This design comes from an exercise in tuning for small area, a short achievable clock period and few clock cycles on the open sky130 flow, not from production work.
Power is estimated from default activity; no workload was simulated.

run a:
==> flow/design.v (excerpt) <==
module sw_top (
    input  wire          clk,
    input  wire          rst,
    input  wire          i_valid,
    input  wire [73:0]   i_job,
    input  wire          i_ready,
    output wire          o_ready,
    output wire          o_valid,
    output wire [17:0]   o_result
);
    localparam DEPTH = 4;
    wire          take;
    wire          rel_first;
    wire          rel_buf;
    wire [1:0]    base;
    wire          first;
    wire          x;
    wire          rb0_ld;
    wire [1:0]    rb0;
    wire [31:0]   read_a;
    wire [31:0]   read_b;
    wire [15:0]   en_a;
    wire [15:0]   en_b;
    wire          out_first;
    wire          out_x;
    wire [4:0]    c_score;
    wire [3:0]    c_row;
    sw_controller #(.DEPTH(DEPTH)) sw_controller_i (
        .clk         (clk),
        .rst         (rst),
        .i_valid     (i_valid),
        .i_job       (i_job),
        .i_take      (take),
        .i_rel_first (rel_first),
        .i_rel_buf   (rel_buf),
        .o_ready     (o_ready),
        .o_base      (base),
        .o_first     (first),
        .o_x         (x),
        .o_rb0_ld    (rb0_ld),
  ...
clock: 10.0 ns
lec_check: 0
abc_area: 1
cap_margin: 20
core_margin: 2
core_utilization: 40
slew_margin: 20
standard.sh (not shown) runs the stock make flow with config.mk's settings and CLKGATE_MAP_FILE= SYNTH_SCRIPT=/design/flow/synth_recipe.tcl, a recipe that flattens the netlist after the stock synthesis.
==> flow/flow/run.sh <==
#!/bin/bash
# The standard layout, with the port buffers made from plain buf_2 cells instead of the delay
# buffer that buffer_ports picks on its own. Every make step's output goes to make.log here;
# ORFS keeps each tool's full log under orfs/logs/.
set -euo pipefail
bash standard.sh "BUFFER_PORTS_ARGS=-buffer_cell sky130_fd_sc_hd__buf_2" SETUP_SLACK_MARGIN=7 finish > make.log 2>&1
Edits applied to the flow inputs when going from run a to run b:
-- flow/flow/run.sh --
<<< run a, line 5
set -euo pipefail
bash standard.sh "BUFFER_PORTS_ARGS=-buffer_cell sky130_fd_sc_hd__buf_2" SETUP_SLACK_MARGIN=7 finish > make.log 2>&1
>>> run b, line 5
set -euo pipefail
bash standard.sh "BUFFER_PORTS_ARGS=-buffer_cell sky130_fd_sc_hd__buf_2" CTS_CLUSTER_SIZE=24 CTS_CLUSTER_DIAMETER=100 finish > make.log 2>&1
- Any difference in final worst-path cycle share between run a and run b is small enough to ignore.
- Run b vs. run a: global-route track usage on met1 now sits lower, worst setup slack has increased, sum of routed wire segments on met1 has decreased, wire length of the first global-routing pass shrank by 2.4%, instance count after placement with tap cells included shows no meaningful change.
- Diff run a -> run b: first-iteration DRC count saw an increase; total routing resource utilization after global routing saw a decrease; design area saw a decrease.
- Compared to run a, the router laid down less metal wire for run b.
Function was not checked in any run of this note: the RTL went through the layout flow alone.

* * *

Starting RTL as in the previous note.
==> flow/config.mk <==
export PLATFORM = sky130hd
export DESIGN_NAME = sw_top
export DESIGN_NICKNAME = sw_top
export VERILOG_FILES = /design/flow/design.v
export SDC_FILE = /design/flow/constraint.sdc
export NUM_CORES = 4
export LEC_CHECK = 0
export ABC_AREA = 1
export CAP_MARGIN = 20
export CORE_MARGIN = 2
export CORE_UTILIZATION = 40
export SLEW_MARGIN = 20
==> flow/constraint.sdc <==
create_clock -name core_clock -period 10.0 [get_ports {clk}]
set_input_delay 2.0000 -clock core_clock [delete_from_list [all_inputs] [get_ports {clk}]]
set_output_delay 2.0000 -clock core_clock [all_outputs]
set_load 0.01 [all_outputs]
==> flow/flow/run.sh <==
#!/bin/bash
# The standard layout, with the port buffers made from plain buf_2 cells instead of the delay
# buffer that buffer_ports picks on its own. Every make step's output goes to make.log here;
# ORFS keeps each tool's full log under orfs/logs/.
set -euo pipefail
bash standard.sh "BUFFER_PORTS_ARGS=-buffer_cell sky130_fd_sc_hd__buf_2" CTS_CLUSTER_SIZE=32 CTS_CLUSTER_DIAMETER=80 finish > make.log 2>&1
Edit:
--- a/flow/flow/run.sh
+++ b/flow/flow/run.sh
@@ -6 +6 @@
-bash standard.sh "BUFFER_PORTS_ARGS=-buffer_cell sky130_fd_sc_hd__buf_2" CTS_CLUSTER_SIZE=32 CTS_CLUSTER_DIAMETER=80 finish > make.log 2>&1
+bash standard.sh "BUFFER_PORTS_ARGS=-buffer_cell sky130_fd_sc_hd__buf_2" CTS_CLUSTER_SIZE=24 CTS_CLUSTER_DIAMETER=100 finish > make.log 2>&1
Settings changed: CORE_UTILIZATION 40 to 60, PLACE_DENSITY from default to 0.7.
Outcome: The changed run ran to the end with no violations; count of clock-buffer cells in the layout rose by 15; core utilization rose by 21 points; total power fell by 3.5%; wire length fell by 1.4%; die area fell by 33%; clock skew fell by 0.019 ns.
Function was not checked in any run of this note: the RTL went through the layout flow alone.

static timing again, ports no longer ideal:
In the flow no input, the clock included, has a driving cell. The finished layouts below were timed again as built, in two steps. Step 1, drivers: a clkbuf_16 drives clk and a buf_2 each remaining input, both assumed. Step 2 moves the port delays by t, midway between the first and last clock arrival at a register: inputs arrive t later, outputs are due t later. That takes back most of the time a late clock gives input paths. a / b / c = ideal ports / drivers / drivers and shift; a / b = the first two.
run | shift t [ns] | setup WS [ns] | worst hold slack (ns) | latest minus earliest clock arrival (ns) | worst data-port slew with drivers (ns)
run a | 0.659 | 6.782 / 6.723 / 6.757 | 0.332 / 0.332 / 0.332 | 0.067 / 0.067 | 0.08
run b | 0.655 | 6.792 / 6.733 / 6.601 | 0.335 / 0.335 / 0.335 | 0.039 / 0.039 | 0.08
the first run of note 2 | 0.661 | 6.774 / 6.716 / 6.608 | 0.343 / 0.343 / 0.343 | 0.047 / 0.048 | 0.09
the second run of note 2 | 0.634 | 6.827 / 6.770 / 6.529 | 0.343 / 0.343 / 0.343 | 0.032 / 0.032 | 0.09
After both steps every run listed still meets setup and hold. For the second run of note 2, which loses most, drivers alone change the setup slack by -0.057 ns; drivers and shift together by -0.298 ns.
